This is an optimization exercise on Yosys and OpenROAD, whose aim is small area, a short achievable clock period and few clock cycles per item, not a production implementation.
Power and IR drop assume default switching activity.

v6:
==> flow/design.v <==
package pipe_divider_pkg;
    localparam int W = 32;
endpackage
module pipe_divider_lzc (
    input  logic [31:0] x,
    output logic [5:0]  n
);
    logic [31:0]  z;
    logic [31:0]  nz;
    logic [159:0] c;
    logic [159:0] nc;
    integer       l;
    integer       i;
    always_comb begin
        z  = ~x;
        c  = '0;
        nz = '0;
        nc = '0;
        for (l = 0; l < 5; l = l + 1) begin
            nz = '0;
            nc = '0;
            for (i = 0; i < 16; i = i + 1) begin
                nz[i] = z[2*i+1] & z[2*i];
                nc[i*5 +: 5] = z[2*i+1] ? (c[(2*i)*5 +: 5] | (5'd1 << l)) : c[(2*i+1)*5 +: 5];
            end
            z = nz;
            c = nc;
        end
        n = z[0] ? 6'd32 : {1'b0, c[4:0]};
    end
endmodule
module pipe_divider (
    input  logic        clk,
    input  logic        rst,
    input  logic        in_valid,
    output logic        in_ready,
    input  logic [31:0] dividend,
    input  logic [31:0] divisor,
    output logic        out_valid,
    input  logic        out_ready,
    output logic [31:0] quotient,
    output logic [31:0] remainder,
    output logic        div_by_zero
);
    logic        s_busy;
    logic        s_align;
    logic        s_step;
    logic        s_done;
    logic [31:0] rem;      
    logic [31:0] dv;       
    logic [31:0] q;        
    logic [4:0]  cnt;      
    logic        dz;
    logic [4:0]  ca;       
    logic [4:0]  cb;       
    logic        shz;      
    logic [5:0]  clz_a;
    logic [5:0]  clz_b;
    logic [31:0] a_smear;
    logic        b_zero;
    logic        fin;
    logic        accept;
    logic        leave;
    logic [4:0]  shamt;
    logic        step;
    logic        last;
    logic [31:0] diff;
    logic        ge;
    pipe_divider_lzc u_lzc_a (.x(dividend), .n(clz_a));
    pipe_divider_lzc u_lzc_b (.x(divisor),  .n(clz_b));
    always_comb begin
        a_smear[31] = dividend[31];
        for (int i = 30; i >= 0; i--)
            a_smear[i] = a_smear[i+1] | dividend[i];
    end
    assign b_zero = (divisor == 32'd0);
    assign fin    = b_zero || |(divisor & ~a_smear);
    assign out_valid = s_done;
    assign leave     = s_done && out_ready;
    assign in_ready  = !s_busy || leave;
    assign accept    = in_valid && in_ready;
    assign shamt = cb - ca;
    assign step  = s_step || (s_align && shz);
    assign last  = s_step ? (cnt == 5'd0) : shz;
    assign ge   = rem >= dv;
    assign diff = rem - dv;
    always_ff @(posedge clk or posedge rst)
        if (rst) begin
            s_busy  <= 1'b0;
            s_align <= 1'b0;
            s_step  <= 1'b0;
            s_done  <= 1'b0;
        end else begin
            s_busy  <= (s_busy && !leave) || in_valid;
            s_align <= accept && !fin;
            s_step  <= (s_align && !shz) || (s_step && cnt != 5'd0);
            s_done  <= (accept && fin) || ((s_align || s_step) && last) || (s_done && !out_ready);
        end
    always_ff @(posedge clk) begin
        ca  <= clz_a[4:0];
        cb  <= clz_b[4:0];
        shz <= (clz_a == clz_b);
        if (accept)
            dv <= divisor;
        else if (s_align)
            dv <= dv << shamt;
        else
            dv <= dv >> 1;
        if (s_align)
            cnt <= shamt;
        else
            cnt <= cnt - 5'd1;
    end
    always_ff @(posedge clk) begin
        if (accept) begin
            rem <= dividend;
            q   <= {32{b_zero}};
            dz  <= b_zero;
        end else if (step) begin
            if (ge)
                rem <= diff;
            q   <= {q[30:0], ge};
        end
    end
    assign quotient    = q;
    assign remainder   = rem;
    assign div_by_zero = dz;
endmodule
export LEC_CHECK = 0
export ABC_AREA = 1
export CAP_MARGIN = 20
export CORE_MARGIN = 2
export CORE_UTILIZATION = 40
export CTS_BUF_LIST = sky130_fd_sc_hd__clkbuf_8
export SETUP_SLACK_MARGIN = 2.8
export SLEW_MARGIN = 20
create_clock -name core_clock -period 5.5 [get_ports {clk}]
standard.sh (not shown) runs the stock make flow with config.mk's settings and CLKGATE_MAP_FILE= SYNTH_SCRIPT=/design/flow/synth_recipe.tcl, a recipe that flattens the netlist after the stock synthesis.
==> flow/flow/run.sh <==
#!/bin/bash
# Standard layout (the standard.sh, unchanged synthesis and steps), except that the
# port buffers that global placement inserts use the smallest plain buffer instead of
# the delay buffer buffer_ports picks by default. Each port still gets its own buffer.
set -euo pipefail
export BUFFER_PORTS_ARGS="-buffer_cell sky130_fd_sc_hd__buf_1"
bash standard.sh > standard.log 2>&1
v6 completed; timing, DRC and antenna clean
Here is what was changed in the inputs of v7 compared with v6.
diff --git a/flow/design.v b/flow/design.v
--- a/flow/design.v
+++ b/flow/design.v
@@ -40,11 +40,11 @@
     input  logic        out_ready,
     output logic [31:0] quotient,
     output logic [31:0] remainder,
     output logic        div_by_zero
 );
-    logic        s_busy;
+    logic        s_idle;
     logic        s_align;
     logic        s_step;
     logic        s_done;
     logic [31:0] rem;      
     logic [31:0] dv;       
@@ -52,63 +52,62 @@
     logic [4:0]  cnt;      
     logic        dz;
     logic [4:0]  ca;       
     logic [4:0]  cb;       
     logic        shz;      
+    logic        pf;       
     logic [5:0]  clz_a;
     logic [5:0]  clz_b;
-    logic [31:0] a_smear;
     logic        b_zero;
     logic        fin;
     logic        accept;
     logic        leave;
     logic [4:0]  shamt;
     logic        step;
     logic        last;
+    logic        finish;
     logic [31:0] diff;
     logic        ge;
     pipe_divider_lzc u_lzc_a (.x(dividend), .n(clz_a));
     pipe_divider_lzc u_lzc_b (.x(divisor),  .n(clz_b));
-    always_comb begin
-        a_smear[31] = dividend[31];
-        for (int i = 30; i >= 0; i--)
-            a_smear[i] = a_smear[i+1] | dividend[i];
-    end
-    assign b_zero = (divisor == 32'd0);
-    assign fin    = b_zero || |(divisor & ~a_smear);
+    assign b_zero = clz_b[5];
+    assign fin    = b_zero || (clz_b < clz_a);
     assign out_valid = s_done;
     assign leave     = s_done && out_ready;
-    assign in_ready  = !s_busy || leave;
+    assign in_ready  = s_idle || leave;
     assign accept    = in_valid && in_ready;
     assign shamt = cb - ca;
     assign step  = s_step || (s_align && shz);
     assign last  = s_step ? (cnt == 5'd0) : shz;
+    assign finish = (s_align || s_step) && last;
     assign ge   = rem >= dv;
     assign diff = rem - dv;
     always_ff @(posedge clk or posedge rst)
         if (rst) begin
-            s_busy  <= 1'b0;
+            s_idle  <= 1'b1;
             s_align <= 1'b0;
             s_step  <= 1'b0;
             s_done  <= 1'b0;
+            pf      <= 1'b0;
         end else begin
-            s_busy  <= (s_busy && !leave) || in_valid;
-            s_align <= accept && !fin;
-            s_step  <= (s_align && !shz) || (s_step && cnt != 5'd0);
-            s_done  <= (accept && fin) || ((s_align || s_step) && last) || (s_done && !out_ready);
+            s_idle  <= (s_idle || leave) && !in_valid;
+            s_align <= accept && !fin && !pf;
+            s_step  <= (s_align && !shz) || (s_step && cnt != 5'd0) || (accept && !fin && pf);
+            s_done  <= (accept && fin) || finish || (s_done && !out_ready);
+            pf      <= finish && in_valid;
         end
     always_ff @(posedge clk) begin
         ca  <= clz_a[4:0];
         cb  <= clz_b[4:0];
         shz <= (clz_a == clz_b);
-        if (accept)
+        if ((accept && !pf) || finish)
             dv <= divisor;
-        else if (s_align)
+        else if (s_align || (s_done && pf))
             dv <= dv << shamt;
         else
             dv <= dv >> 1;
-        if (s_align)
+        if (s_align || (s_done && pf))
             cnt <= shamt;
         else
             cnt <= cnt - 5'd1;
     end
     always_ff @(posedge clk) begin
### Flow results
On clock-pin slew of the registers on the worst-case setup and hold paths, v6 tracks v7 almost exactly.
Compared with v6, v7 shows post-place instance area that has gone up by a few percent.
Buffers inserted during post-CTS setup optimization sits higher in v7 than in v6.
Compared with v6, v7 shows a higher power dissipated in the clock network.
On clock skew: v7 sits below v6.
Side by side, share of synthesized area spent on multiplexers turned out lower in v7 than in v6.
The run showing the greater total number of placement rows is v7.
v7 vs v6, final critical path time including I/O delays and setup went up by 0.094 ns.
Total power (v7 vs. v6) increases by a few percent
Summary of v7 over v6: deepest level of the CTS H-tree shows no meaningful change; part of the power in registers shows an increase of 0.4 points.
In v7, the fraction of the mapped netlist area in compound gates came out 8.6 points below the value in v6.
STATUS net switching power of the design: v7 loses against v6
v7 vs v6: via count up by a few percent
No run of this note included a check of the RTL's function; only the layout flow was run.

re-timing with driven ports:
In the flow no input, the clock included, has a driving cell. The finished layouts below were timed again as built, in two steps. Step 1 (the two cells are an assumption about what drives the block):
set clk [get_ports {clk}]
set_driving_cell -lib_cell sky130_fd_sc_hd__clkbuf_16 $clk
set_driving_cell -lib_cell sky130_fd_sc_hd__buf_2 [delete_from_list [all_inputs] $clk]
Step 2 times the ports against the registers' clock, not the clock port: input delays grow and output delays shrink by t, the midpoint of the rising clock arrivals with the driver on. Three values: no drivers, after step 1, after step 2; two values: the first two.
run | shift t [ns] | setup slack, ns | clock arrival spread, ns | worst data-port slew with drivers (ns) | pins driven straight from the clock port
v6 | 0.498 | 2.795 / 2.795 / 2.384 | 0.019 / 0.019 | 0.05 | 1
v7 | 0.506 | 2.701 / 2.699 / 2.193 | 0.014 / 0.014 | 0.09 | 1
After both steps setup and hold are still met in every run listed. The setup slack of v7, which loses most, moves by -0.002 ns with the drivers and by -0.508 ns with both steps.
